From an optimization exercise on the open Yosys and OpenROAD flow, aimed at small area; shortcuts taken in it are not production practice.
Where RTL was checked, it was by simulation tests only, not by an equivalence proof against the original.
The RTL of run 2 was laid out without a check of its function.
The clock port is modelled as an ideal driver; clocking choices that lean on that would not hold on a real chip.
Power figures rest on the tool's default switching activity, not on a simulated workload.

### design.v
module regfile_mp #(
  parameter int DATA_W   = 32,
  parameter int ADDR_W   = 5,
  parameter int ZERO_REG = 1,
  parameter int BYPASS   = 1
) (
  input  logic              clk,
  input  logic              rst_n,
  input  logic [ADDR_W-1:0] raddr1,
  output logic [DATA_W-1:0] dout1,
  output logic              rpend1,
  input  logic [ADDR_W-1:0] raddr2,
  output logic [DATA_W-1:0] dout2,
  output logic              rpend2,
  input  logic              wr0,
  input  logic [ADDR_W-1:0] waddr0,
  input  logic [DATA_W-1:0] din0,
  input  logic              wr1,
  input  logic [ADDR_W-1:0] waddr1,
  input  logic [DATA_W-1:0] din1,
  input  logic              rsv,
  input  logic [ADDR_W-1:0] rsv_addr,
  output logic              rsv_ok,
  output logic [ADDR_W:0]   pend_cnt
);
  localparam int DEPTH = 1 << ADDR_W;
  logic [DATA_W-1:0] mem [DEPTH];
  logic [DEPTH-1:0]  pend;
  logic [DEPTH-1:0]  pend_nxt;
  logic              we0;
  logic              we1;
  logic              rsv_hit;
  logic              set_en;
  logic              dec0;
  logic              dec1;
  assign we0 = wr0 && !(ZERO_REG != 0 && waddr0 == '0);
  assign we1 = wr1 && !(ZERO_REG != 0 && waddr1 == '0)
               && !(we0 && waddr0 == waddr1);
  assign rsv_hit = rsv && !pend[rsv_addr];
  assign rsv_ok  = rst_n && rsv_hit;
  assign set_en  = rsv_hit && !(ZERO_REG != 0 && rsv_addr == '0);
  assign dec0 = we0 && pend[waddr0];
  assign dec1 = we1 && pend[waddr1];
  function automatic logic [DATA_W:0] rd(input logic [ADDR_W-1:0] a);
    logic [DATA_W:0] r;
    r = {pend[a], mem[a]};
    if (BYPASS != 0) begin
      if (we0 && waddr0 == a)
        r = {1'b0, din0};
      else if (we1 && waddr1 == a)
        r = {1'b0, din1};
    end
    if (ZERO_REG != 0 && a == '0)
      r = '0;
    if (!rst_n)
      r = '0;
    rd = r;
  endfunction
  always_comb begin
    {rpend1, dout1} = rd(raddr1);
    {rpend2, dout2} = rd(raddr2);
  end
  always_comb begin
    pend_nxt = pend;
    if (we0)
      pend_nxt[waddr0] = 1'b0;
    if (we1)
      pend_nxt[waddr1] = 1'b0;
    if (set_en)
      pend_nxt[rsv_addr] = 1'b1;
  end
  always_ff @(posedge clk or negedge rst_n) begin
    if (!rst_n) begin
      for (int i = 0; i < DEPTH; i++)
        mem[i] <= '0;
    end else begin
      if (we1)
        mem[waddr1] <= din1;
      if (we0)
        mem[waddr0] <= din0;
    end
  end
  always_ff @(posedge clk or negedge rst_n) begin
    if (!rst_n) begin
      pend     <= '0;
      pend_cnt <= '0;
    end else begin
      pend     <= pend_nxt;
      pend_cnt <= pend_cnt
                  + {{ADDR_W{1'b0}}, set_en}
                  - {{ADDR_W{1'b0}}, dec0}
                  - {{ADDR_W{1'b0}}, dec1};
    end
  end
endmodule
### constraint.sdc
create_clock -name core_clock -period 10.0 [get_ports {clk}]
set_input_delay 2.0000 -clock core_clock [delete_from_list [all_inputs] [get_ports {clk}]]
set_output_delay 2.0000 -clock core_clock [all_outputs]
set_load 0.01 [all_outputs]
### run.sh
#!/bin/bash
# synth_recipe.tcl (not shown) runs the flow's synth.tcl, then flattens the netlist and writes it again
# the make line also repeats each setting of config.mk as NAME=value (left out here)
make -C /OpenROAD-flow-scripts/flow DESIGN_CONFIG=/design/flow/config.mk WORK_HOME=/design/flow/orfs CLKGATE_MAP_FILE= SYNTH_SCRIPT=/design/flow/synth_recipe.tcl finish
### config.mk
export PLATFORM = sky130hd
export DESIGN_NAME = regfile_mp
export DESIGN_NICKNAME = regfile_mp
export VERILOG_FILES = /design/flow/design.v
export SDC_FILE = /design/flow/constraint.sdc
export NUM_CORES = 8
export LEC_CHECK = 0
export CAP_MARGIN = 20
export CORE_MARGIN = 2
export CORE_UTILIZATION = 25
export SLEW_MARGIN = 20
==> results.json, run 1 <==
{
  "setup_viol": 0,
  "worst_slack_ns": 0.984,
  "fin_crit_ns": 9.02,
  "path_class": "in2out",
  "leakage_nw": 32.5,
  "synth_ff_type": "dfrtp_1",
  "p_per_area_nw_per_um2": 193,
  "drt_iter0_drc": 15000,
  "dieArea_um2": 258000,
  "yosys_warnings": 2,
  "ys_top_cells_by_count": "1,030 x dfrtp_1, 1,013 x mux2i_1, 1,011 x nand2_1, 849 x o21ai_0, 583 x clkbuf_1",
  "cp_max_fo": 17,
  "hold_buffers": 0,
  "worstHoldEndpoint": "mem[1][20]$_DFF_PN0_",
  "first_global_vias": 62400,
  "wl_per_cell_um": 39.5,
  "rsz0062_at_grt": "no",
  "worstPathArrival_ns": 7.02,
  "final_core_util_pct": 29.1,
  "die_y_um": 508,
  "numClockSinks": 1030,
  "synth.avg_cell_area_um2": 9.10,
  "dr_total_vias": 68200,
  "whs_ns": 0.584,
  "io_pins": 167,
  "reg2regPathDepth": 14,
  "tightest_slew_ns": 1.37,
  "cts.reportedPaths.clkPinSlew_ns": 0.06,
  "synth.distinct_cells": 67,
  "reg2reg_to": "pend_cnt[5]$_DFF_PN0_",
  "start_kind": "input pin",
  "antenna_found_initial": 42,
  "multi_input_area_um2": 35000,
  "rr_startpoint": "pend[0]$_DFF_PN0_",
  "hold_violations": 0,
  "peakVddDrop_uv": 148,
  "areaGrowthSynthToFinish_pct": 16.1,
  "outcome": "timing/DRC/antenna clean",
  "die_x_um": 508,
  "ys_ff_latch": 1030,
  "io_buffers": 166,
  "fill_cells": 26300,
  "fmax_mhz": 111,
  "grt.total_usage_pct": 30.3,
  "clock_latency_ns": 0.79,
  "clock_skew_ns": 0.00986,
  "firstDrtPassIters": 14,
  "dp_slack_ns": 1.16,
  "slew_violations": 0,
  "synth.most_common_cell": "dfrtp_1",
  "initial_core_util_pct": 25.1,
  "grt_pass1_wl_um": 545000,
  "cts_resized": 0,
  "ant_nets": 0,
  "vias_per_cell": 6.66,
  "clk_path_buf_depth": 3,
  "fin_nets": 6861,
  "wl_um": 405000,
  "grt_max_degree": 142,
  "finalCritPeriodShare_pct": 90.2,
  "worstHoldStart": "mem[1][20]$_DFF_PN0_",
  "syn-cell-area_um2": 63500,
  "async_flop_share_pct": 100,
  "cts_buffers": 119,
  "maxCapViolCount": 0,
  "cp.required_ns": 8.00,
  "r2r_slack_ns": 6.23,
  "grt_overflow": 0,
  "hold_path_class": "reg2reg",
  "drive_above_1_share_pct": 10.7,
  "num_rows": 185,
  "seqCellArea_um2": 25800,
  "endpoint_kind": "primary output",
  "final.setup.tns_ns": 0,
  "synth_cells": 6980,
  "cts_setup_buffers": 0,
  "synth-edff-count": 0,
  "synth_top_area_share_pct": 40.6,
  "cts-htree-levels": 3,
  "gp_congestion": 1.04,
  "clock_tree.root_cell": "clkbuf_16",
  "yosysTopAreaCell": "dfrtp_1",
  "core_um2": 253000,
  "netlist_top_cells_area": "dfrtp_1 41%, mux2i_1 16%, o21ai_0 6.7%",
  "drc": 0,
  "maxSlewHeadroom_pct": 8.50,
  "place_hpwl_um": 243000,
  "holdPathStages": 2,
  "synth-seq-area-share_pct": 40.6,
  "cts_tree": "built"
}
## placed cells by master (no fill, tap or decap), drive strengths merged, types with 172 or more instances in the layout
cell,netlist,layout
o21ai,1015,1015
a22o,218,218
nand2,1011,1011
a22oi,468,468
a221oi,225,225
buf,252,325
nor2,225,225
mux2i,1013,1013
a21oi,172,172
dfrtp,1030,1030
## where the power goes
group,total (W),leakage (nW),internal [W],switching [W]
Sequential,0.00670,12.9,0.00529,0.00141
Clock,0.00474,2.01,0.00268,0.00206
Combinational,0.00282,17.6,0.00118,0.00164
## final cells by class
cell class,count,share of cell area [%]
clock buffer,171,4.68
timing repair buffer,478,6.00
sequential,1030,35.0
inverter,31,0.158
tap,3366,5.71
multi-input combinational,5083,47.5
antenna,36,0.122
clock inverter,50,0.877
## critical path, stage by stage
cell and delay (ns):
clkdlybuf4s50_1 0.48, buf_4 0.29, inv_1 0.12, ha_1 0.30, and2_1 0.19, ha_1 0.18, nor2b_1 0.10, buf_4 0.19
a31oi_2 0.23, and4_2 0.55, nor3_4 0.26, buf_4 0.50, o21ai_0 0.35, o22ai_1 0.40, clkdlybuf4s50_1 0.81
## routing by layer
metal,up-vias,GRT usage (%),routed length [um]
met2,7457,39.5,152000
li1,25300,-,-
met3,2587,17.0,69500
met4,47,22.3,39400
met5,-,1.20,727
met1,32800,36.5,143000
## worst max path at each step
stage / start / endpoint / slack (ns) / depth (start not counted)
2_1_floorplan: waddr0[0] / dout1[12] / 3.05 / 15
3_3_place_gp: waddr1[1] / dout2[6] / 1.17 / 13
3_5_place_dp: waddr1[1] / dout2[6] / 1.16 / 13
4_1_cts: waddr1[1] / dout2[6] / 1.15 / 13
5_1_grt: waddr1[1] / dout2[6] / 0.94 / 13
6_report: waddr0[0] / dout2[5] / 0.98 / 15
## per-stage QoR
stage          power [W]  instance area [um^2]  std cells
3_3_place_gp     0.00926                 69000       9970
4_1_cts           0.0140                 73300      10200
6_report          0.0143                 73700      10200
2_1_floorplan    0.00779                 63500       6980
3_5_place_dp     0.00936                 69200       9976
5_1_grt           0.0146                 73600      10200
## logic make-up (layout without fill, tap and decap cells)
kind of cell	count (synthesis)	in the layout	synth area share [%]
AOI/OAI and AO/OA	2270	2270	23.1
and+or+nand+nor	1685	1685	11.7
muxes	1063	1063	17.7
DFF	1030	1030	40.6
buffers and inverters	867	730	5.89
xor gates and xnor gates	41	41	0.566
adders and majority gates	24	24	0.497
other	0	36	0
## state kept, by name, summed over array words and instances, names as in the netlist
name and flops:
mem 992, pend 32, pend_cnt 6
==> run 2: changes to the inputs <==
==> design.v (replaced) <==
module regfile_mp #(
  parameter int DATA_W   = 32,
  parameter int ADDR_W   = 5,
  parameter int ZERO_REG = 1,
  parameter int BYPASS   = 1
) (
  input  logic              clk,
  input  logic              rst_n,
  input  logic [ADDR_W-1:0] raddr1,
  output logic [DATA_W-1:0] dout1,
  output logic              rpend1,
  input  logic [ADDR_W-1:0] raddr2,
  output logic [DATA_W-1:0] dout2,
  output logic              rpend2,
  input  logic              wr0,
  input  logic [ADDR_W-1:0] waddr0,
  input  logic [DATA_W-1:0] din0,
  input  logic              wr1,
  input  logic [ADDR_W-1:0] waddr1,
  input  logic [DATA_W-1:0] din1,
  input  logic              rsv,
  input  logic [ADDR_W-1:0] rsv_addr,
  output logic              rsv_ok,
  output logic [ADDR_W:0]   pend_cnt
);
  localparam int DEPTH = 1 << ADDR_W;
  localparam int LO    = (ZERO_REG != 0) ? 1 : 0;
  localparam int NT    = DEPTH - LO + 2;
  localparam int NG    = (NT + 2) / 3;
  logic [DATA_W-1:0] mem [DEPTH];
  logic [DEPTH-1:0]  valid;
  logic [DEPTH-1:0]  pend;
  logic [DEPTH-1:0]  we0_w, we1_w, hold_w;
  logic [DEPTH-1:0]  rdec1, rdec2, rsdec;
  logic [DATA_W-1:0] nd0, nd1;
  logic              we0, we1;
  logic              f01, f11, f02, f12;
  logic              rsv_hit, set_en, dec0, dec1;
  assign we0 = wr0 && !(ZERO_REG != 0 && waddr0 == '0);
  assign we1 = wr1 && !(ZERO_REG != 0 && waddr1 == '0)
               && !(we0 && waddr0 == waddr1);
  always_comb begin
    for (int i = 0; i < DEPTH; i++) begin
      we0_w[i]  = (i >= LO) && wr0 && (waddr0 == ADDR_W'(i));
      we1_w[i]  = (i >= LO) && wr1 && (waddr1 == ADDR_W'(i)) && !we0_w[i];
      hold_w[i] = !(we0_w[i] || we1_w[i]);
      rdec1[i]  = (i >= LO) && (raddr1 == ADDR_W'(i));
      rdec2[i]  = (i >= LO) && (raddr2 == ADDR_W'(i));
      rsdec[i]  = (i >= LO) && (rsv_addr == ADDR_W'(i));
    end
  end
  assign nd0 = ~din0;
  assign nd1 = ~din1;
  for (genvar i = 0; i < DEPTH; i++) begin : g_word
    if (i < LO) begin : g_zero
      assign mem[i]   = '0;
      assign valid[i] = 1'b0;
      assign pend[i]  = 1'b0;
    end else begin : g_reg
      logic [DATA_W-1:0] nxt;
      for (genvar b = 0; b < DATA_W; b++) begin : g_bit
        rf_wbit u_w (
          .nd0(nd0[b]), .ne0(!we0_w[i]),
          .nd1(nd1[b]), .ne1(!we1_w[i]),
          .h(hold_w[i]), .q(mem[i][b]), .y(nxt[b])
        );
      end
      always_ff @(posedge clk)
        mem[i] <= nxt;
      always_ff @(posedge clk or negedge rst_n) begin
        if (!rst_n) begin
          valid[i] <= 1'b0;
          pend[i]  <= 1'b0;
        end else begin
          if (!hold_w[i])
            valid[i] <= 1'b1;
          if (pend[i])
            pend[i] <= hold_w[i];
          else
            pend[i] <= rsv && rsdec[i];
        end
      end
    end
  end
  assign f01 = rst_n && (BYPASS != 0) && we0 && (waddr0 == raddr1);
  assign f11 = rst_n && (BYPASS != 0) && we1 && (waddr1 == raddr1);
  assign f02 = rst_n && (BYPASS != 0) && we0 && (waddr0 == raddr2);
  assign f12 = rst_n && (BYPASS != 0) && we1 && (waddr1 == raddr2);
  logic [3*NG-1:0] s1, s2;
  logic [DATA_W-1:0] t [3*NG];
  logic [3*NG-1:0] tp;
  always_comb begin
    s1 = '0;
    s2 = '0;
    tp = '0;
    for (int k = 0; k < 3*NG; k++) t[k] = '0;
    for (int i = LO; i < DEPTH; i++) begin
      s1[i-LO] = rdec1[i] && valid[i] && (BYPASS == 0 || hold_w[i]);
      s2[i-LO] = rdec2[i] && valid[i] && (BYPASS == 0 || hold_w[i]);
      t[i-LO]  = mem[i];
    end
    s1[NT-2] = f01;
    s1[NT-1] = f11;
    s2[NT-2] = f02;
    s2[NT-1] = f12;
    t[NT-2]  = din0;
    t[NT-1]  = din1;
  end
  for (genvar b = 0; b < DATA_W; b++) begin : g_rd
    logic [NG-1:0] y1, y2;
    for (genvar g = 0; g < NG; g++) begin : g_grp
      rf_aoi3 u_r1 (
        .a1(s1[3*g]),   .a2(t[3*g][b]),
        .b1(s1[3*g+1]), .b2(t[3*g+1][b]),
        .c1(s1[3*g+2]), .c2(t[3*g+2][b]),
        .y(y1[g])
      );
      rf_aoi3 u_r2 (
        .a1(s2[3*g]),   .a2(t[3*g][b]),
        .b1(s2[3*g+1]), .b2(t[3*g+1][b]),
        .c1(s2[3*g+2]), .c2(t[3*g+2][b]),
        .y(y2[g])
      );
    end
    assign dout1[b] = !(&y1);
    assign dout2[b] = !(&y2);
  end
  always_comb begin
    logic p1, p2, pr;
    p1 = 1'b0;
    p2 = 1'b0;
    pr = 1'b0;
    dec0 = 1'b0;
    dec1 = 1'b0;
    for (int i = LO; i < DEPTH; i++) begin
      p1   = p1 | (rdec1[i] && pend[i] && (BYPASS == 0 || hold_w[i]));
      p2   = p2 | (rdec2[i] && pend[i] && (BYPASS == 0 || hold_w[i]));
      pr   = pr | (rsdec[i] && pend[i]);
      dec0 = dec0 | (we0_w[i] && pend[i]);
      dec1 = dec1 | (we1_w[i] && pend[i]);
    end
    rpend1  = p1;
    rpend2  = p2;
    rsv_hit = rsv && !pr;
  end
  assign rsv_ok = rst_n && rsv_hit;
  assign set_en = rsv_hit && !(ZERO_REG != 0 && rsv_addr == '0);
  always_ff @(posedge clk or negedge rst_n) begin
    if (!rst_n)
      pend_cnt <= '0;
    else
      pend_cnt <= pend_cnt
                  + {{ADDR_W{1'b0}}, set_en}
                  - {{ADDR_W{1'b0}}, dec0}
                  - {{ADDR_W{1'b0}}, dec1};
  end
endmodule
module rf_wbit (
  input  logic nd0,
  input  logic ne0,
  input  logic nd1,
  input  logic ne1,
  input  logic h,
  input  logic q,
  output logic y
);
  assign y = !((nd0 || ne0) && (nd1 || ne1) && !(h && q));
endmodule
module rf_aoi3 (
  input  logic a1,
  input  logic a2,
  input  logic b1,
  input  logic b2,
  input  logic c1,
  input  logic c2,
  output logic y
);
  assign y = !((a1 && a2) || (b1 && b2) || (c1 && c2));
endmodule
--- a/config.mk
+++ b/config.mk
@@ -5,7 +5,11 @@
 export SDC_FILE = /design/flow/constraint.sdc
 export NUM_CORES = 8
 export LEC_CHECK = 0
+export ABC_CLOCK_PERIOD_IN_PS = 10000
 export CAP_MARGIN = 20
 export CORE_MARGIN = 2
-export CORE_UTILIZATION = 25
+export CORE_UTILIZATION = 55
+export PLACE_DENSITY = 0.65
 export SLEW_MARGIN = 20
+export SYNTH_HIERARCHICAL = 1
+export SYNTH_MINIMUM_KEEP_SIZE = 0
==> run 2 against run 1 <==
Core utilization increased by 36 points. Critical path type unchanged. Power decreased by 2.1%. Register-to-register slack improved by 0.10 ns. Still clean on timing, DRC and antenna. Non-clock buffer count is 94 lower. Critical endpoint is now dout1[9]. Combinational power up 7%. Synthesized cell count shrank 31%. Count of clock-buffer cells in the layout fell by 6. Area after synthesis is 16% lower. Sequential cell count is 30 higher.
==> results.json, run 2 <==
{
  "fill_cells": 7703,
  "clk_path_buf_depth": 3,
  "synth.avg_cell_area_um2": 11.1,
  "setup_viol": 0,
  "hold_path_class": "reg2reg",
  "p_comb_share_pct": 21.6,
  "numClockSinks": 1060,
  "cts_setup_buffers": 0,
  "worst_slack_ns": 0.705,
  "fmax_mhz": 108,
  "ys_ff_latch": 1060,
  "synth-edff-count": 0,
  "num_rows": 114,
  "holdPathStages": 1,
  "cp_cell_sequence": "clkdlybuf4s50_1 > nand2b_1 > nor2_1 > nor2_4 > nand2_1 > nor2_4 > buf_4 > a222oi_1 > nand4_1 > nor2_1 > nand4_1 > clkdlybuf4s50_1",
  "hold_violations": 0,
  "synth_cells": 4788,
  "gp_congestion": 1.09,
  "async_flop_share_pct": 6.42,
  "areaGrowthSynthToFinish_pct": 17.8,
  "peakVddDrop_uv": 202,
  "crit_slowest_cell": "nor2_4",
  "switching_share_pct": 32.6,
  "yosys_warnings": 11,
  "cts-htree-levels": 3,
  "antenna_found_initial": 5,
  "cp_max_fo": 33,
  "whs_ns": 0.469,
  "grt_overflow": 0,
  "endpoint_kind": "primary output",
  "dr_total_vias": 57400,
  "dieArea_um2": 99100,
  "synth-xor-area-share_pct": 0.478,
  "power.switching_w": 0.00454,
  "grt_max_degree": 58,
  "drive_above_1_share_pct": 30.4,
  "final_core_util_pct": 65.0,
  "initial_core_util_pct": 55.2,
  "synth_top_family_by_area": "compound AO/OA/AOI/OAI gates",
  "core_um2": 96300,
  "clock_skew_ns": 0.00593,
  "grt_pass1_wl_um": 393000,
  "synth_simple_gate_area_share_pct": 13.8,
  "cp.required_ns": 8.00,
  "dp_slack_ns": 1.07,
  "place_hpwl_um": 159000,
  "final_cell_mix": "1,049 x nand2_1, 996 x o221ai_2, 992 x dfxtp_1, 705 x a222oi_1, 213 x buf_4",
  "die_y_um": 315,
  "worstPathArrival_ns": 7.30,
  "largest_register": "mem",
  "cts.reportedPaths.clkPinSlew_ns": 0.06,
  "firstDrtPassIters": 17,
  "rsz0062_at_grt": "no",
  "netlist_top_cells_area": "dfxtp_1 37%, o221ai_2 28%, a222oi_1 13%",
  "fin_crit_ns": 9.30,
  "synth_compound_area_share_pct": 43.4,
  "io_buffers": 166,
  "final_area_um2": 62600,
  "clock_tree.root_cell": "clkbuf_16",
  "wl_um": 282000,
  "outcome": "timing/DRC/antenna clean",
  "maxSlewHeadroom_pct": 15.1,
  "cts_buffers": 115,
  "tightest_slew_ns": 1.27,
  "clock_latency_ns": 0.75,
  "synth-seq-area-share_pct": 40.6,
  "p_per_area_nw_per_um2": 223,
  "io_pins": 167,
  "synth.most_common_cell": "nand2_1",
  "drt_iter0_drc": 12800,
  "path_class": "in2out",
  "p_clk_share_pct": 33.6,
  "first_global_vias": 54300,
  "start_kind": "input pin",
  "leakage_nw": 21.5,
  "synth_ff_type": "dfxtp_1",
  "drc": 0,
  "place_area_um2": 58500,
  "finalCritPeriodShare_pct": 93.0,
  "cts_resized": 0,
  "synth.distinct_cells": 69,
  "die_x_um": 315,
  "synth_top_area_share_pct": 37.4,
  "ys_top_cells_by_count": "1,085 x nand2_1, 996 x o221ai_2, 992 x dfxtp_1, 705 x a222oi_1, 204 x nand4_1",
  "grt.total_usage_pct": 54.4,
  "reg.largest.list": "mem (992), pend (31), valid (31)",
  "syn-cell-area_um2": 53100,
  "reg2regPathDepth": 14,
  "wl_per_cell_um": 42.7,
  "p_int_w": 0.00941,
  "synthMuxAreaShare_pct": 0.254,
  "largest_register_ffs": 992,
  "fin_nets": 5331,
  "final_common_cell": "nand2_1",
  "maxCapViolCount": 0,
  "slew_violations": 0,
  "pwr-share-seq_pct": 44.9,
  "vias_per_cell": 8.70,
  "final.setup.tns_ns": 0,
  "hold_buffers": 0,
  "synthAdderAreaFrac_pct": 0.217,
  "ant_nets": 0,
  "yosysTopAreaCell": "dfxtp_1",
  "critPathMaxStageDelay_ns": 0.95,
  "cts_tree": "built"
}
==> run 2: cell types whose count changed in the layout (fill, tap and decap cells not counted), sizes merged, moves of 106 or more <==
cell / delta
a22oi: -461
a221oi: -224
o221ai: +976
buf: -106
o21ai: -1009
dfrtp: -962
a21oi: -166
dfxtp: +992
a222oi: +701
a22o: -217
mux2i: -1004
==> run 2: power groups by stage <==
stage / Clock (W) / Combinational, W / Sequential [W]
after global placement: 0 / 0.00279 / 0.00623
final: 0.00468 / 0.00301 / 0.00626
after detailed placement: 0 / 0.00288 / 0.00625
after floorplan: 0 / 0.00201 / 0.00600
after CTS: 0.00465 / 0.00289 / 0.00619
after global routing: 0.00483 / 0.00318 / 0.00636
==> run 2: kinds of logic (layout without fill, tap and decap cells) <==
logic type	Yosys count	in the layout
simple gates	1673	1673
flops	1060	1060
buf+inv	167	705
mux	13	13
compound gates	1838	1838
fa+ha+maj	8	8
xor+xnor	29	29
other cells	0	2
==> run 2: cell type report <==
type / instances / area, um^2 / share of cell area (%)
Clock inverter: 49 / 729 / 1.16
Tap cell: 1276 / 1600 / 2.55
Timing Repair Buffer: 384 / 3390 / 5.41
Sequential cell: 1060 / 21600 / 34.4
Antenna cell: 2 / 5.00 / 0.00799
Inverter: 107 / 404 / 0.645
Multi-Input combinational cell: 3561 / 31600 / 50.4
Clock buffer: 165 / 3380 / 5.39
==> run 2: Yosys stat by module (local to each module, per instance) <==
module      flip-flops and latches  cell area (um^2)  times used  cells inside
regfile_mp                    1060             27500           1          2100
rf_wbit                          0              18.8         992             2
rf_aoi3                          0              10.0         704             1
==> run 2: layer usage <==
layer / vias up / wire (um) / global-route usage, %
li1: 22300 / - / -
met1: 27600 / 94800 / 65.5
met2: 5842 / 109000 / 73.7
met3: 1722 / 50300 / 26.4
met4: 8 / 27100 / 41.9
met5: - / 226 / 1.50
==> run 2: stage by stage <==
step	total power (W)	std cells
3_3_place_gp	0.00902	6385
6_report	0.0140	6604
2_1_floorplan	0.00801	4788
4_1_cts	0.0137	6601
5_1_grt	0.0144	6602
3_5_place_dp	0.00913	6387
==> run 2: final timing paths <==
| check | end | start | slack [ns] |
|---|---|---|---|
| hold / removal | valid[2]$_DFFE_PN0N_ | valid[2]$_DFFE_PN0N_ | 0.47 |
| hold reg to reg | valid[2]$_DFFE_PN0N_ | valid[2]$_DFFE_PN0N_ | 0.47 |
| min in group asynchronous | valid[2]$_DFFE_PN0N_ | rst_n | 1.13 |
| max in group asynchronous | valid[25]$_DFFE_PN0N_ | rst_n | 7.74 |
| setup reg to reg | pend_cnt[5]$_DFF_PN0_ | pend[26]$_DFF_PN0_ | 6.33 |
| setup / recovery | dout1[9] | waddr0[3] | 0.70 |
==> run 2: worst max-delay path: cells and delay by family <==
kind | cells | cell delay (ns)
simple gates | 8 | 3.39
buf+inv | 3 | 1.73
compound gates | 1 | 0.12
==> run 3: changes to the inputs <==
--- a/design.v
+++ b/design.v
@@ -39,18 +39,26 @@
   assign we0 = wr0 && !(ZERO_REG != 0 && waddr0 == '0);
   assign we1 = wr1 && !(ZERO_REG != 0 && waddr1 == '0)
                && !(we0 && waddr0 == waddr1);
+  logic [DEPTH-1:0] wany_w, ne0_w, ne1_w;
   always_comb begin
     for (int i = 0; i < DEPTH; i++) begin
       we0_w[i]  = (i >= LO) && wr0 && (waddr0 == ADDR_W'(i));
       we1_w[i]  = (i >= LO) && wr1 && (waddr1 == ADDR_W'(i)) && !we0_w[i];
-      hold_w[i] = !(we0_w[i] || we1_w[i]);
+      wany_w[i] = we0_w[i] || we1_w[i];
       rdec1[i]  = (i >= LO) && (raddr1 == ADDR_W'(i));
       rdec2[i]  = (i >= LO) && (raddr2 == ADDR_W'(i));
       rsdec[i]  = (i >= LO) && (rsv_addr == ADDR_W'(i));
     end
   end
-  assign nd0 = ~din0;
-  assign nd1 = ~din1;
+  for (genvar i = 0; i < DEPTH; i++) begin : g_wdrv
+    rf_inv u_ne0 (.a(we0_w[i]),  .y(ne0_w[i]));
+    rf_inv u_ne1 (.a(we1_w[i]),  .y(ne1_w[i]));
+    rf_inv u_h   (.a(wany_w[i]), .y(hold_w[i]));
+  end
+  for (genvar b = 0; b < DATA_W; b++) begin : g_din
+    rf_inv u_nd0 (.a(din0[b]), .y(nd0[b]));
+    rf_inv u_nd1 (.a(din1[b]), .y(nd1[b]));
+  end
   for (genvar i = 0; i < DEPTH; i++) begin : g_word
     if (i < LO) begin : g_zero
       assign mem[i]   = '0;
@@ -60,8 +68,8 @@
       logic [DATA_W-1:0] nxt;
       for (genvar b = 0; b < DATA_W; b++) begin : g_bit
         rf_wbit u_w (
-          .nd0(nd0[b]), .ne0(!we0_w[i]),
-          .nd1(nd1[b]), .ne1(!we1_w[i]),
+          .nd0(nd0[b]), .ne0(ne0_w[i]),
+          .nd1(nd1[b]), .ne1(ne1_w[i]),
           .h(hold_w[i]), .q(mem[i][b]), .y(nxt[b])
         );
       end
@@ -86,25 +94,32 @@
   assign f11 = rst_n && (BYPASS != 0) && we1 && (waddr1 == raddr1);
   assign f02 = rst_n && (BYPASS != 0) && we0 && (waddr0 == raddr2);
   assign f12 = rst_n && (BYPASS != 0) && we1 && (waddr1 == raddr2);
-  logic [3*NG-1:0] s1, s2;
+  logic [3*NG-1:0] ns1, ns2, s1, s2;
   logic [DATA_W-1:0] t [3*NG];
-  logic [3*NG-1:0] tp;
   always_comb begin
-    s1 = '0;
-    s2 = '0;
-    tp = '0;
+    ns1 = '1;
+    ns2 = '1;
     for (int k = 0; k < 3*NG; k++) t[k] = '0;
     for (int i = LO; i < DEPTH; i++) begin
-      s1[i-LO] = rdec1[i] && valid[i] && (BYPASS == 0 || hold_w[i]);
-      s2[i-LO] = rdec2[i] && valid[i] && (BYPASS == 0 || hold_w[i]);
-      t[i-LO]  = mem[i];
-    end
-    s1[NT-2] = f01;
-    s1[NT-1] = f11;
-    s2[NT-2] = f02;
-    s2[NT-1] = f12;
-    t[NT-2]  = din0;
-    t[NT-1]  = din1;
+      ns1[i-LO] = !(rdec1[i] && valid[i] && (BYPASS == 0 || hold_w[i]));
+      ns2[i-LO] = !(rdec2[i] && valid[i] && (BYPASS == 0 || hold_w[i]));
+      t[i-LO]   = mem[i];
+    end
+    ns1[NT-2] = !f01;
+    ns1[NT-1] = !f11;
+    ns2[NT-2] = !f02;
+    ns2[NT-1] = !f12;
+    t[NT-2]   = din0;
+    t[NT-1]   = din1;
+  end
+  for (genvar k = 0; k < 3*NG; k++) begin : g_sdrv
+    if (k < NT) begin : g_used
+      rf_inv u_s1 (.a(ns1[k]), .y(s1[k]));
+      rf_inv u_s2 (.a(ns2[k]), .y(s2[k]));
+    end else begin : g_pad
+      assign s1[k] = 1'b0;
+      assign s2[k] = 1'b0;
+    end
   end
   for (genvar b = 0; b < DATA_W; b++) begin : g_rd
     logic [NG-1:0] y1, y2;
@@ -166,6 +181,12 @@
 );
   assign y = !((nd0 || ne0) && (nd1 || ne1) && !(h && q));
 endmodule
+module rf_inv (
+  input  logic a,
+  output logic y
+);
+  assign y = !a;
+endmodule
 module rf_aoi3 (
   input  logic a1,
   input  logic a2,
==> flow/run.sh (new file) <==
#!/bin/bash
# Own layout flow: the standard synthesis; then each combinational
# cell is set to the smallest-area drive strength of its kind (registers
# are left as synthesis made them); then the standard layout with
# small port buffers and a clock tree of small buffers without dummy
# loads, whose leaf buffers are upsized where their sinks' clock slew
# would be high.
set -euo pipefail
F=$PWD/flow
bash standard.sh synth > synth.log 2>&1
openroad -no_init -exit flow/downsize.tcl > downsize.log 2>&1
bash standard.sh \
  "BUFFER_PORTS_ARGS=-buffer_cell sky130_fd_sc_hd__buf_1" \
  "CTS_ARGS=-sink_clustering_enable -repair_clock_nets -dont_use_dummy_load -buf_list sky130_fd_sc_hd__clkbuf_8 -sink_clustering_size 14 -sink_clustering_max_diameter 80" \
  "POST_CTS_TCL=$F/cts_fix.tcl" \
  finish > layout.log 2>&1
==> flow/cts_fix.tcl (new file) <==
estimate_parasitics -placement
set db [ord::get_db]
set n 0
foreach inst [get_cells -quiet clkbuf_leaf*] {
  set x [get_pins -of_objects $inst -filter "direction==output"]
  if {[get_property $x slew_max] > 0.100} {
    set db_inst [[ord::get_db_block] findInst [get_full_name $inst]]
    set m [[$db_inst getMaster] getName]
    if {[regexp {^(sky130_fd_sc_hd__clkbuf_)([0-9]+)$} $m -> base size] && $size < 16} {
      $db_inst swapMaster [$db findMaster ${base}[expr {$size * 2}]]
      incr n
    }
  }
}
puts "cts_fix: upsized $n clock buffers"
if {$n > 0} {
  detailed_placement
  check_placement -verbose
  estimate_parasitics -placement
}
==> flow/downsize.tcl (new file) <==
# Set each combinational cell of 1_synth.odb to the smallest-area drive
# strength of its kind (of equal areas, the strongest). Registers are left
# as synthesis made them.
set r orfs/results/$::env(FLOW_PLATFORM)/regfile_mp/base
read_db $r/1_synth.odb
set db [ord::get_db]
set block [ord::get_db_block]
# best master per kind
set best [dict create]
foreach lib [$db getLibs] {
  foreach m [$lib getMasters] {
    set name [$m getName]
    if {[regexp {lpflow|probe} $name]} continue
    if {![regexp {^(sky130_fd_sc_hd__[a-z0-9]+)_([0-9]+)$} $name -> kind size]} continue
    set area [expr {[$m getWidth] * [$m getHeight]}]
    if {[dict exists $best $kind]} {
      lassign [dict get $best $kind] barea bsize bm
      if {$area > $barea || ($area == $barea && $size < $bsize)} continue
    }
    dict set best $kind [list $area $size $m]
  }
}
set n 0
foreach inst [$block getInsts] {
  set name [[$inst getMaster] getName]
  if {![regexp {^(sky130_fd_sc_hd__([a-z0-9]+))_([0-9]+)$} $name -> kind fn size]} continue
  if {[regexp {^(s?e?df|dl|sdl)} $fn]} continue
  if {![dict exists $best $kind]} continue
  set m [lindex [dict get $best $kind] 2]
  if {[$m getName] eq $name} continue
  $inst swapMaster $m
  incr n
}
puts "resized $n instances"
write_db $r/1_synth.odb
==> standard.sh (new file) <==
#!/bin/bash
# synth_recipe.tcl (not shown) runs the flow's synth.tcl, then flattens the netlist and writes it again
# the make line also repeats each setting of config.mk as NAME=value (left out here)
make -C /OpenROAD-flow-scripts/flow DESIGN_CONFIG=/design/flow/config.mk WORK_HOME=/design/flow/orfs CLKGATE_MAP_FILE= SYNTH_SCRIPT=/design/flow/synth_recipe.tcl "${@:-finish}"
--- a/config.mk
+++ b/config.mk
@@ -8,8 +8,9 @@
 export ABC_CLOCK_PERIOD_IN_PS = 10000
 export CAP_MARGIN = 20
 export CORE_MARGIN = 2
-export CORE_UTILIZATION = 55
-export PLACE_DENSITY = 0.65
+export CORE_UTILIZATION = 45
+export GPL_TIMING_DRIVEN = 0
+export PLACE_DENSITY = 0.55
 export SLEW_MARGIN = 20
 export SYNTH_HIERARCHICAL = 1
 export SYNTH_MINIMUM_KEEP_SIZE = 0
removed: run.sh
==> run 3 against run 2 <==
Sequential power down 0.6%. Combinational power down 25%. Die area up 9.0%. Worst hold slack better by 0.026 ns. Via count down 1.0%. Synthesized cell count up 2.9%. Critical endpoint is now dout1[17]. Highest routed layer unchanged.
==> results.json, run 3 <==
{
  "outcome": "timing/DRC/antenna clean",
  "drc": 0,
  "p_total_w": 0.0108,
  "wl_per_cell_um": 44.7,
  "grt_max_degree": 39,
  "dieArea_um2": 108000,
  "clock_latency_ns": 0.78,
  "setup_viol": 0,
  "peakVddDrop_uv": 144,
  "final_core_util_pct": 48.8,
  "dp_slack_ns": 1.06,
  "largest_register_ffs": 992,
  "maxCapViolCount": 0,
  "areaGrowthSynthToFinish_pct": 7.92,
  "hold_path_class": "reg2reg",
  "gp_congestion": 0.987,
  "fin_cells": 6579,
  "final_cell_mix": "1,069 x nand2_1, 997 x o221ai_1, 992 x dfxtp_1, 704 x a222oi_1, 270 x nand4_1",
  "holdPathStages": 2,
  "core_um2": 105000,
  "cp.required_ns": 8.00,
  "rsz0062_at_grt": "no",
  "wl_um": 294000,
  "slew_violations": 0,
  "path_class": "in2out",
  "largest_register": "mem",
  "die_x_um": 329,
  "dp.cells": 6483,
  "fmax_mhz": 104,
  "synth.avg_cell_area_um2": 9.63,
  "crit_slowest_cell": "clkinv_2",
  "reg.largest.list": "mem (992), pend (31), valid (31)",
  "hold_violations": 0,
  "firstDrtPassIters": 15,
  "io_pins": 167,
  "io_buffers": 159,
  "ant_nets": 0,
  "die_y_um": 329,
  "worstPathArrival_ns": 7.62,
  "clock_skew_ns": 0.0160,
  "numClockSinks": 1060,
  "endpoint_kind": "primary output",
  "place_hpwl_um": 156000,
  "dr_total_vias": 56900,
  "cts_tree": "built",
  "final.setup.tns_ns": 0,
  "yosys_warnings": 11,
  "fin_crit_ns": 9.62,
  "p_per_area_nw_per_um2": 211,
  "grt_pass1_wl_um": 398000,
  "cp_cell_sequence": "buf_1 > or4b_2 > buf_1 > o21ai_1 > clkinv_2 > nand4_1 > inv_2 > a222oi_1 > nand4_1 > nor2_1 > nand4_1 > buf_1",
  "grt_overflow": 0,
  "tightest_slew_ns": 1.38,
  "maxSlewHeadroom_pct": 7.99,
  "vias_per_cell": 8.64,
  "critPathMaxStageDelay_ns": 0.93,
  "first_global_vias": 52500,
  "drive_above_1_share_pct": 7.05,
  "reg2regPathDepth": 15,
  "syn-cell-area_um2": 47400,
  "drt_iter0_drc": 14500,
  "synth_cells": 4925,
  "finalCritPeriodShare_pct": 96.2,
  "leakage_nw": 18.5,
  "worst_slack_ns": 0.378,
  "start_kind": "input pin",
  "final_common_cell": "nand2_1",
  "fin_nets": 5282,
  "cp_max_fo": 37,
  "antenna_found_initial": 13,
  "num_rows": 119,
  "grt.total_usage_pct": 51.5,
  "initial_core_util_pct": 45.2,
  "cts.reportedPaths.clkPinSlew_ns": 0.09
}
run 3: metal layers:
| metal | wire length [um] | global-route usage (%) |
|---|---|---|
| met4 | 26800 | 37.6 |
| met2 | 115000 | 70.0 |
| met5 | 532 | 2.53 |
| met3 | 49800 | 22.2 |
| met1 | 102000 | 64.1 |
run 3: final cells by class:
class,count,area (um^2)
Antenna cell,10,25.0
Buffer,67,251
Clock buffer,85,1190
Fill cell,10200,53800
Inverter,246,933
Multi-Input combinational cell,3552,24700
Sequential cell,1060,21600
Tap cell,1391,1740
Timing Repair Buffer,168,741
run 3: path summary, 6_finish.rpt:
check / from / endpoint / slack [ns]
max reg2reg: pend[5]$_DFF_PN0_ / pend_cnt[5]$_DFF_PN0_ / 6.13
min in group asynchronous: rst_n / pend[16]$_DFF_PN0_ / 1.16
min: mem[5][19]$_DFF_P_ / mem[5][19]$_DFF_P_ / 0.49
max: wr0 / dout1[17] / 0.38
min reg2reg: mem[5][19]$_DFF_P_ / mem[5][19]$_DFF_P_ / 0.49
max in group asynchronous: rst_n / valid[22]$_DFFE_PN0N_ / 8.06
run 3: where the power goes:
group	switching, W	internal, W
Clock	0.00154	0.000778
Combinational	0.00141	0.000856
Sequential	0.000901	0.00532
run 3: worst max-delay path: cells and delay by family:
family	cells	cell delay, ns
AOI/OAI and AO/OA	2	0.74
and+or+nand+nor	5	2.52
buffers and inverters	5	2.28
run 3: through the flow:
stage | hold slack [ns] | cell area, um^2
after global placement | 0.464 | 49800
after global routing | 0.514 | 51200
final | 0.495 | 51200
after detailed placement | 0.470 | 49900
after floorplan | 0.453 | 47400
==> run 4: changes to the inputs <==
--- a/design.v
+++ b/design.v
@@ -25,34 +25,52 @@
 );
   localparam int DEPTH = 1 << ADDR_W;
   localparam int LO    = (ZERO_REG != 0) ? 1 : 0;
+  localparam int LB    = 2;                
+  localparam int NL    = 1 << LB;
+  localparam int NH    = 1 << (ADDR_W - LB);
   localparam int NT    = DEPTH - LO + 2;
   localparam int NG    = (NT + 2) / 3;
+  localparam int NPG   = (DEPTH - LO + 2) / 3;
   logic [DATA_W-1:0] mem [DEPTH];
   logic [DEPTH-1:0]  valid;
   logic [DEPTH-1:0]  pend;
-  logic [DEPTH-1:0]  we0_w, we1_w, hold_w;
-  logic [DEPTH-1:0]  rdec1, rdec2, rsdec;
+  logic [DEPTH-1:0]  we0_w, we1_w, wany_w, ne0_w, ne1_w, hold_w, rs_w;
   logic [DATA_W-1:0] nd0, nd1;
   logic              we0, we1;
   logic              f01, f11, f02, f12;
-  logic              rsv_hit, set_en, dec0, dec1;
+  logic              rhit, rsv_hit, set_en, dec0, dec1;
+  function automatic logic [NL-1:0] dec_lo(input logic [ADDR_W-1:0] a);
+    for (int j = 0; j < NL; j++) dec_lo[j] = (a[LB-1:0] == LB'(j));
+  endfunction
+  function automatic logic [NH-1:0] dec_hi(input logic [ADDR_W-1:0] a);
+    for (int k = 0; k < NH; k++) dec_hi[k] = (a[ADDR_W-1:LB] == (ADDR_W-LB)'(k));
+  endfunction
+  logic [NL-1:0] lw0, lw1, lr1, lr2, lrs;
+  logic [NH-1:0] hw0, hw1, hr1, hr2, hrs;
+  assign lw0 = dec_lo(waddr0) & {NL{wr0}};
+  assign lw1 = dec_lo(waddr1) & {NL{wr1}};
+  assign lr1 = dec_lo(raddr1);
+  assign lr2 = dec_lo(raddr2);
+  assign lrs = dec_lo(rsv_addr) & {NL{rsv}};
+  assign hw0 = dec_hi(waddr0);
+  assign hw1 = dec_hi(waddr1);
+  assign hr1 = dec_hi(raddr1);
+  assign hr2 = dec_hi(raddr2);
+  assign hrs = dec_hi(rsv_addr);
   assign we0 = wr0 && !(ZERO_REG != 0 && waddr0 == '0);
   assign we1 = wr1 && !(ZERO_REG != 0 && waddr1 == '0)
                && !(we0 && waddr0 == waddr1);
-  logic [DEPTH-1:0] wany_w, ne0_w, ne1_w;
   always_comb begin
     for (int i = 0; i < DEPTH; i++) begin
-      we0_w[i]  = (i >= LO) && wr0 && (waddr0 == ADDR_W'(i));
-      we1_w[i]  = (i >= LO) && wr1 && (waddr1 == ADDR_W'(i)) && !we0_w[i];
-      wany_w[i] = we0_w[i] || we1_w[i];
-      rdec1[i]  = (i >= LO) && (raddr1 == ADDR_W'(i));
-      rdec2[i]  = (i >= LO) && (raddr2 == ADDR_W'(i));
-      rsdec[i]  = (i >= LO) && (rsv_addr == ADDR_W'(i));
+      we0_w[i] = (i >= LO) && lw0[i % NL] && hw0[i / NL];
+      we1_w[i] = (i >= LO) && lw1[i % NL] && hw1[i / NL] && !we0_w[i];
+      rs_w[i]  = (i >= LO) && lrs[i % NL] && hrs[i / NL];
     end
   end
   for (genvar i = 0; i < DEPTH; i++) begin : g_wdrv
     rf_inv u_ne0 (.a(we0_w[i]),  .y(ne0_w[i]));
     rf_inv u_ne1 (.a(we1_w[i]),  .y(ne1_w[i]));
+    assign wany_w[i] = !(ne0_w[i] && ne1_w[i]);
     rf_inv u_h   (.a(wany_w[i]), .y(hold_w[i]));
   end
   for (genvar b = 0; b < DATA_W; b++) begin : g_din
@@ -80,12 +98,8 @@
           valid[i] <= 1'b0;
           pend[i]  <= 1'b0;
         end else begin
-          if (!hold_w[i])
-            valid[i] <= 1'b1;
-          if (pend[i])
-            pend[i] <= hold_w[i];
-          else
-            pend[i] <= rsv && rsdec[i];
+          valid[i] <= valid[i] || wany_w[i];
+          pend[i]  <= pend[i] ? hold_w[i] : rs_w[i];
         end
       end
     end
@@ -101,8 +115,10 @@
     ns2 = '1;
     for (int k = 0; k < 3*NG; k++) t[k] = '0;
     for (int i = LO; i < DEPTH; i++) begin
-      ns1[i-LO] = !(rdec1[i] && valid[i] && (BYPASS == 0 || hold_w[i]));
-      ns2[i-LO] = !(rdec2[i] && valid[i] && (BYPASS == 0 || hold_w[i]));
+      ns1[i-LO] = !(lr1[i % NL] && hr1[i / NL] && valid[i]
+                    && (BYPASS == 0 || hold_w[i]));
+      ns2[i-LO] = !(lr2[i % NL] && hr2[i / NL] && valid[i]
+                    && (BYPASS == 0 || hold_w[i]));
       t[i-LO]   = mem[i];
     end
     ns1[NT-2] = !f01;
@@ -140,26 +156,42 @@
     assign dout1[b] = !(&y1);
     assign dout2[b] = !(&y2);
   end
+  logic [3*NPG-1:0] pw, pe0, pe1, prs;
   always_comb begin
-    logic p1, p2, pr;
-    p1 = 1'b0;
-    p2 = 1'b0;
-    pr = 1'b0;
-    dec0 = 1'b0;
-    dec1 = 1'b0;
+    pw  = '0;
+    pe0 = '0;
+    pe1 = '0;
+    prs = '0;
     for (int i = LO; i < DEPTH; i++) begin
-      p1   = p1 | (rdec1[i] && pend[i] && (BYPASS == 0 || hold_w[i]));
-      p2   = p2 | (rdec2[i] && pend[i] && (BYPASS == 0 || hold_w[i]));
-      pr   = pr | (rsdec[i] && pend[i]);
-      dec0 = dec0 | (we0_w[i] && pend[i]);
-      dec1 = dec1 | (we1_w[i] && pend[i]);
-    end
-    rpend1  = p1;
-    rpend2  = p2;
-    rsv_hit = rsv && !pr;
-  end
-  assign rsv_ok = rst_n && rsv_hit;
-  assign set_en = rsv_hit && !(ZERO_REG != 0 && rsv_addr == '0);
+      pw[i-LO]  = pend[i];
+      pe0[i-LO] = we0_w[i];
+      pe1[i-LO] = we1_w[i];
+      prs[i-LO] = rs_w[i];
+    end
+  end
+  logic [NPG-1:0] yd0, yd1, yrs;
+  for (genvar g = 0; g < NPG; g++) begin : g_pt
+    rf_aoi3 u_d0 (
+      .a1(pe0[3*g]), .a2(pw[3*g]), .b1(pe0[3*g+1]), .b2(pw[3*g+1]),
+      .c1(pe0[3*g+2]), .c2(pw[3*g+2]), .y(yd0[g])
+    );
+    rf_aoi3 u_d1 (
+      .a1(pe1[3*g]), .a2(pw[3*g]), .b1(pe1[3*g+1]), .b2(pw[3*g+1]),
+      .c1(pe1[3*g+2]), .c2(pw[3*g+2]), .y(yd1[g])
+    );
+    rf_aoi3 u_rs (
+      .a1(prs[3*g]), .a2(pw[3*g]), .b1(prs[3*g+1]), .b2(pw[3*g+1]),
+      .c1(prs[3*g+2]), .c2(pw[3*g+2]), .y(yrs[g])
+    );
+  end
+  assign dec0 = !(&yd0);
+  assign dec1 = !(&yd1);
+  assign rhit = !(&yrs);
+  assign rpend1  = pend[raddr1] && !(f01 || f11);
+  assign rpend2  = pend[raddr2] && !(f02 || f12);
+  assign rsv_hit = rsv && !rhit;
+  assign rsv_ok  = rst_n && rsv_hit;
+  assign set_en  = rsv_hit && !(ZERO_REG != 0 && rsv_addr == '0);
   always_ff @(posedge clk or negedge rst_n) begin
     if (!rst_n)
       pend_cnt <= '0;
==> flow/run.sh (replaced) <==
#!/bin/bash
# Own layout flow: the standard synthesis; then synthesis's buffers are
# removed and each combinational
# cell is set to the smallest-area drive strength of its kind (registers
# are left as synthesis made them); then the standard layout with
# small port buffers and a clock tree of small buffers without dummy
# loads, whose leaf buffers are upsized where their sinks' clock slew
# would be high.
set -euo pipefail
F=$PWD/flow
bash standard.sh synth > synth.log 2>&1
openroad -no_init -exit flow/downsize.tcl > downsize.log 2>&1
bash standard.sh \
  "BUFFER_PORTS_ARGS=-buffer_cell sky130_fd_sc_hd__buf_1" \
  "CTS_ARGS=-sink_clustering_enable -repair_clock_nets -dont_use_dummy_load -buf_list sky130_fd_sc_hd__clkbuf_4 -sink_clustering_size 10 -sink_clustering_max_diameter 80" \
  "POST_CTS_TCL=$F/cts_fix.tcl" \
  finish > layout.log 2>&1
--- a/flow/cts_fix.tcl
+++ b/flow/cts_fix.tcl
@@ -3,7 +3,7 @@
 set n 0
 foreach inst [get_cells -quiet clkbuf_leaf*] {
   set x [get_pins -of_objects $inst -filter "direction==output"]
-  if {[get_property $x slew_max] > 0.100} {
+  if {[get_property $x slew_max] > 0.095} {
     set db_inst [[ord::get_db_block] findInst [get_full_name $inst]]
     set m [[$db_inst getMaster] getName]
     if {[regexp {^(sky130_fd_sc_hd__clkbuf_)([0-9]+)$} $m -> base size] && $size < 16} {
--- a/flow/downsize.tcl
+++ b/flow/downsize.tcl
@@ -1,8 +1,12 @@
-# Set each combinational cell of 1_synth.odb to the smallest-area drive
+# Remove synthesis's buffers, then set each combinational cell of 1_synth.odb to the smallest-area drive
 # strength of its kind (of equal areas, the strongest). Registers are left
 # as synthesis made them.
 set r orfs/results/$::env(FLOW_PLATFORM)/regfile_mp/base
+read_liberty $::env(FLOW_HOME)/platforms/$::env(FLOW_PLATFORM)/lib/sky130_fd_sc_hd__tt_025C_1v80.lib
 read_db $r/1_synth.odb
+read_sdc $r/1_synth.sdc
+# buffers synthesis inserted (the layout adds its own where needed)
+remove_buffers
 set db [ord::get_db]
 set block [ord::get_db_block]
 # best master per kind
--- a/config.mk
+++ b/config.mk
@@ -8,9 +8,9 @@
 export ABC_CLOCK_PERIOD_IN_PS = 10000
 export CAP_MARGIN = 20
 export CORE_MARGIN = 2
-export CORE_UTILIZATION = 45
+export CORE_UTILIZATION = 50
 export GPL_TIMING_DRIVEN = 0
-export PLACE_DENSITY = 0.55
+export PLACE_DENSITY = 0.58
 export SLEW_MARGIN = 20
 export SYNTH_HIERARCHICAL = 1
 export SYNTH_MINIMUM_KEEP_SIZE = 0
==> run 4 against run 3 <==
Now fails the layout checks on negative setup slack. Critical path depth increased by 2. Maximum frequency shrank 6.3%. Register-to-register slack better by 0.33 ns. Worst hold slack got worse by 0.0031 ns. First-iteration DRC count rose by 7.8%. Via count shrank 1.3%. Power rose by 1.6%. Area after synthesis decreased by 1.7%. Clock power is 9.9% higher. Combinational power down 2%. Core utilization grew 6.2 points. Critical path type unchanged.
==> results.json, run 4 <==
{
  "outcome": "failed layout checks",
  "failed_checks": "negative setup slack",
  "final_area_um2": 50600,
  "tightest_slew_ns": 1.35,
  "fmax_mhz": 97.3,
  "core_um2": 92100,
  "drive_above_1_share_pct": 8.20,
  "place_hpwl_um": 145000,
  "grt_max_degree": 36,
  "dieArea_um2": 95700,
  "grt_overflow": 0,
  "cts.reportedPaths.clkPinSlew_ns": 0.08,
  "reg.largest.list": "mem (992), pend (31), valid (31)",
  "cp.required_ns": 8.00,
  "grt_pass1_wl_um": 377000,
  "cp_max_fo": 35,
  "fin_crit_ns": 10.27,
  "largest_register": "mem",
  "crit_slowest_cell": "inv_2",
  "die_y_um": 309,
  "hold_violations": 0,
  "die_x_um": 309,
  "fin_nets": 5142,
  "initial_core_util_pct": 50.6,
  "rsz0062_at_grt": "yes",
  "antenna_found_initial": 14,
  "hold_path_class": "reg2reg",
  "p_comb_share_pct": 20.2,
  "io_buffers": 166,
  "wl_um": 277000,
  "dr_total_vias": 56100,
  "final.setup.tns_ns": -0.710,
  "p_clk_share_pct": 23.2,
  "setup_viol": 7,
  "gp_congestion": 1.05,
  "endpoint_kind": "primary output",
  "final_cell_mix": "1,069 x nand2_1, 992 x o221ai_1, 992 x dfxtp_1, 737 x a222oi_1, 264 x nand4_1",
  "finalCritPeriodShare_pct": 103,
  "maxSlewHeadroom_pct": 10.2,
  "first_global_vias": 51700,
  "grt.total_usage_pct": 54.9,
  "critPathMaxStageDelay_ns": 0.99,
  "final_common_cell": "nand2_1",
  "place_area_um2": 48900,
  "power.switching_w": 0.00382,
  "vias_per_cell": 8.92,
  "final_core_util_pct": 54.9,
  "yosys_warnings": 11,
  "io_pins": 167,
  "peakVddDrop_uv": 135,
  "syn-cell-area_um2": 46600,
  "synth_cells": 4738,
  "p_per_area_nw_per_um2": 217,
  "largest_register_ffs": 992,
  "critPathBufInv": 5,
  "worstPathArrival_ns": 8.27,
  "synth.avg_cell_area_um2": 9.84,
  "areaGrowthSynthToFinish_pct": 8.53,
  "wl_per_cell_um": 44.0,
  "clock_latency_ns": 1.06,
  "drt_iter0_drc": 15600,
  "ant_nets": 0,
  "num_rows": 111,
  "switching_share_pct": 34.7,
  "drc": 0,
  "firstDrtPassIters": 17,
  "path_class": "in2out",
  "leakage_nw": 18.6,
  "slew_violations": 0,
  "cp_cell_sequence": "buf_1 > or3b_2 > nor2_1 > nor3_1 > inv_2 > nand2_1 > inv_2 > nand4_1 > inv_2 > a222oi_1 > nand4_1 > nor2_1 > nand4_1 > buf_1",
  "worst_slack_ns": -0.274,
  "pwr-share-seq_pct": 56.6,
  "cts_tree": "built",
  "start_kind": "input pin",
  "p_int_w": 0.00716,
  "clock_skew_ns": 0.0242,
  "numClockSinks": 1060,
  "cp_top_family": "buffers and inverters",
  "maxCapViolCount": 0
}
## run 4: changes by cell type in the layout (fill, tap and decap cells not counted), moves of 13 or more
cell / previous run / this run
clkbuf_1: 37 / 0
or2_2: 2 / 31
o21ai_1: 38 / 0
nand2b_1: 38 / 2
nor3_1: 17 / 46
a22oi_1: 13 / 0
inv_2: 238 / 223
clkbuf_8: 83 / 106
a222oi_1: 704 / 737
buf_1: 188 / 164
o2111ai_1: 20 / 0
## run 4: area by class of cell
cell class,instances,area (um^2)
diodes,16,40.0
clock buffers,116,1530
fillers,8537,41500
inverters,232,887
multi-input cells,3457,24200
flip-flops and latches,1060,21600
well taps,1243,1560
repair buffers,173,772
## run 4: tightest hold or removal path, stage by stage, from the launching register on
cell      delay, ns
dfxtp_1        0.35
nand2_1        0.06
o221ai_1       0.06
## run 4: metal layers
metal | vias up | track usage [%] | share of wire, %
li1 | 21400 | - | -
met1 | 26600 | 66.9 | 34
met3 | 1649 | 30.7 | 20
met5 | - | 3.44 | 0.15
met4 | 12 | 43.0 | 9.7
met2 | 6437 | 69.8 | 37
## run 4: final timing paths
path	from	end	slack, ns	cells after the start
setup / recovery	waddr0[4]	dout1[28]	-0.27	14
hold / removal	mem[8][11]$_DFF_P_	mem[8][11]$_DFF_P_	0.49	2
setup reg to reg	pend[31]$_DFF_PN0_	pend_cnt[5]$_DFF_PN0_	6.46	10
hold reg to reg	mem[8][11]$_DFF_P_	mem[8][11]$_DFF_P_	0.49	2
max in group asynchronous	rst_n	valid[10]$_DFF_PN0_	8.42	3
min in group asynchronous	rst_n	pend[24]$_DFF_PN0_	0.89	1
## run 4: per-stage QoR
| step | power [W] | cells | setup WS [ns] | hold WS (ns) |
|---|---|---|---|---|
| finish | 0.0110 | 6297 | -0.274 | 0.491 |
| global route | 0.0113 | 6293 | -0.0292 | 0.508 |
| detailed placement | 0.00830 | 6161 | 0.673 | 0.470 |
| global placement | 0.00819 | 6158 | 0.142 | 0.464 |
| floorplan | 0.00744 | 4749 | 3.55 | 0.453 |
## run 4: power by group through the flow
| stage | Sequential [W] | Combinational [W] | Clock, W |
|---|---|---|---|
| final | 0.00621 | 0.00222 | 0.00255 |
| after global routing | 0.00632 | 0.00235 | 0.00267 |
| after detailed placement | 0.00623 | 0.00206 | 0 |
| after global placement | 0.00620 | 0.00199 | 0 |
| after floorplan | 0.00602 | 0.00143 | 0 |
==> run 5: changes to the inputs <==
--- a/flow/run.sh
+++ b/flow/run.sh
@@ -12,6 +12,6 @@
 openroad -no_init -exit flow/downsize.tcl > downsize.log 2>&1
 bash standard.sh \
   "BUFFER_PORTS_ARGS=-buffer_cell sky130_fd_sc_hd__buf_1" \
-  "CTS_ARGS=-sink_clustering_enable -repair_clock_nets -dont_use_dummy_load -buf_list sky130_fd_sc_hd__clkbuf_4 -sink_clustering_size 10 -sink_clustering_max_diameter 80" \
+  "CTS_ARGS=-sink_clustering_enable -repair_clock_nets -dont_use_dummy_load -buf_list sky130_fd_sc_hd__clkbuf_8 -sink_clustering_size 14 -sink_clustering_max_diameter 80" \
   "POST_CTS_TCL=$F/cts_fix.tcl" \
   finish > layout.log 2>&1
--- a/flow/cts_fix.tcl
+++ b/flow/cts_fix.tcl
@@ -3,7 +3,7 @@
 set n 0
 foreach inst [get_cells -quiet clkbuf_leaf*] {
   set x [get_pins -of_objects $inst -filter "direction==output"]
-  if {[get_property $x slew_max] > 0.095} {
+  if {[get_property $x slew_max] > 0.100} {
     set db_inst [[ord::get_db_block] findInst [get_full_name $inst]]
     set m [[$db_inst getMaster] getName]
     if {[regexp {^(sky130_fd_sc_hd__clkbuf_)([0-9]+)$} $m -> base size] && $size < 16} {
==> run 5 against run 4 <==
Still fails the layout checks on negative setup slack. Largest cell class unchanged. First-iteration DRC count is 1.3% higher. Wire length hardly changed. Clock skew is 0.0068 ns higher. Critical endpoint is now dout2[28]. Clock power is 9.8% lower. Critical path depth stayed put. Worst hold slack better by 0.0062 ns. Via count is 0.80% lower.
==> results.json, run 5 <==
{
  "p_total_w": 0.0107,
  "cp_top_family": "buffers and inverters",
  "dr_total_vias": 55700,
  "cts_tree": "built",
  "ant_nets": 0,
  "grt.total_usage_pct": 54.9,
  "path_class": "in2out",
  "fmax_mhz": 97.5,
  "place_hpwl_um": 145000,
  "tightest_slew_ns": 1.33,
  "gp_congestion": 1.05,
  "fin_crit_ns": 10.26,
  "initial_core_util_pct": 50.6,
  "setup_viol": 8,
  "grt_max_degree": 36,
  "wl_um": 277000,
  "worstPathArrival_ns": 8.26,
  "io_pins": 167,
  "drc": 0,
  "clock_latency_ns": 0.77,
  "clock_skew_ns": 0.0310,
  "firstDrtPassIters": 14,
  "largest_register_ffs": 992,
  "final_core_util_pct": 54.5,
  "critPathMaxStageDelay_ns": 0.91,
  "r2r_slack_ns": 6.56,
  "synth.avg_cell_area_um2": 9.84,
  "first_global_vias": 51400,
  "cp_max_fo": 35,
  "finalCritPeriodShare_pct": 103,
  "die_y_um": 309,
  "reg.largest.list": "mem (992), pend (31), valid (31)",
  "num_rows": 111,
  "antenna_found_initial": 11,
  "vias_per_cell": 8.90,
  "cp.required_ns": 8.00,
  "syn-cell-area_um2": 46600,
  "wl_per_cell_um": 44.3,
  "dieArea_um2": 95700,
  "slew_violations": 0,
  "grt_overflow": 0,
  "die_x_um": 309,
  "outcome": "failed layout checks",
  "maxSlewHeadroom_pct": 10.9,
  "critPathBufInv": 5,
  "crit_slowest_cell": "inv_2",
  "failed_checks": "negative setup slack",
  "rsz0062_at_grt": "no",
  "drt_iter0_drc": 15800,
  "numClockSinks": 1060,
  "worst_slack_ns": -0.256,
  "core_um2": 92100,
  "final_cell_mix": "1,069 x nand2_1, 992 x o221ai_1, 992 x dfxtp_1, 737 x a222oi_1, 264 x nand4_1",
  "fin_nets": 5110,
  "areaGrowthSynthToFinish_pct": 7.69,
  "start_kind": "input pin",
  "hold_violations": 0,
  "peakVddDrop_uv": 136,
  "endpoint_kind": "primary output",
  "io_buffers": 166,
  "p_per_area_nw_per_um2": 214,
  "final_common_cell": "nand2_1",
  "synth_cells": 4738,
  "yosys_warnings": 11,
  "hold_path_class": "reg2reg",
  "grt_pass1_wl_um": 377000,
  "leakage_nw": 18.4,
  "cts.reportedPaths.clkPinSlew_ns": 0.09,
  "largest_register": "mem",
  "cp_cell_sequence": "buf_1 > or3b_2 > nor2_1 > nor3_1 > inv_2 > nand2_1 > inv_2 > nand4_1 > inv_2 > a222oi_1 > nand4_1 > nor2_1 > nand4_1 > buf_1",
  "maxCapViolCount": 0,
  "drive_above_1_share_pct": 7.59
}
[run 5: worst min-delay path, stage by stage, from the launching register on]
cell	delay (ns)
dfxtp_1	0.35
nand2_1	0.06
o221ai_1	0.06
[run 5: routing by layer]
| layer | global-route usage [%] | vias to the layer above | part of all wire (%) |
|---|---|---|---|
| li1 | - | 21300 | - |
| met3 | 30.1 | 1542 | 20 |
| met5 | 3.64 | - | 0.18 |
| met2 | 70.3 | 6393 | 37 |
| met4 | 41.5 | 12 | 9.3 |
| met1 | 67.4 | 26400 | 34 |
[run 5: power breakdown]
group          internal (W)  switching, W  leakage, nW
clock network      0.000778       0.00152        0.624
registers           0.00532      0.000887         9.08
logic              0.000866       0.00135         8.68
total               0.00697       0.00376         18.4
[run 5: through the flow]
stage	hold slack [ns]	instance area, um^2	TNS (ns)	setup slack (ns)	instances
floorplan	0.453	46600	0	3.55	4749
global placement	0.464	48800	0	0.142	6158
detailed placement	0.470	48900	0	0.673	6161
global route	0.513	50200	0	0.0439	6254
finish	0.498	50200	-0.734	-0.256	6258
[run 5: cell type report]
cell class                      instances  area (um^2)
Antenna cell                            9         22.5
Timing Repair Buffer                  171          732
Sequential cell                      1060        21600
Multi-Input combinational cell       3457        24200
Fill cell                            8540        41900
Tap cell                             1243         1560
Inverter                              232          898
Clock buffer                           86         1190
[run 5: final timing paths]
path,startpoint,endpoint,cells past startpoint
setup / recovery,waddr0[4],dout2[28],14
min in group asynchronous,rst_n,pend[24]$_DFF_PN0_,1
max in group asynchronous,rst_n,valid[8]$_DFF_PN0_,3
hold reg to reg,mem[14][12]$_DFF_P_,mem[14][12]$_DFF_P_,2
hold / removal,mem[14][12]$_DFF_P_,mem[14][12]$_DFF_P_,2
setup reg to reg,pend[31]$_DFF_PN0_,pend_cnt[5]$_DFF_PN0_,10

port drivers added, routing unchanged:
No port has a modelled driver above. Below, the same layouts with a new extraction and two added sets of constraints.
Step 1: set_driving_cell puts a clkbuf_16 on clk and a buf_2 on each other input, an assumption about the parent block.
Step 2 adds t to the input delays and takes it off the output delays; t is the mean of the earliest and latest rising clock arrival at the registers after step 1. Input paths then give back, and output paths get back, about the clock's delay inside the block.
Three values: ideal, step 1, step 2; two values: the first two.
run | t, ns | setup slack, ns | worst hold slack (ns) | clock arrival spread, ns | pins driven straight from the clock port
run 1 | 0.904 | 0.984 / 0.950 / 0.950 | 0.584 / 0.584 / 0.584 | 0.112 / 0.112 | 1
run 2 | 0.809 | 0.705 / 0.683 / 0.683 | 0.469 / 0.469 / 0.469 | 0.055 / 0.055 | 1
run 3 | 0.890 | 0.378 / 0.354 / 0.354 | 0.495 / 0.495 / 0.495 | 0.092 / 0.092 | 1
run 4 | 1.188 | -0.274 / -0.307 / -0.307 | 0.491 / 0.491 / 0.491 | 0.149 / 0.149 | 1
run 5 | 0.873 | -0.256 / -0.292 / -0.292 | 0.498 / 0.498 / 0.498 | 0.116 / 0.117 | 1
The setup slack of run 5, which loses most, moves by -0.036 ns with the drivers and by -0.036 ns with both steps.
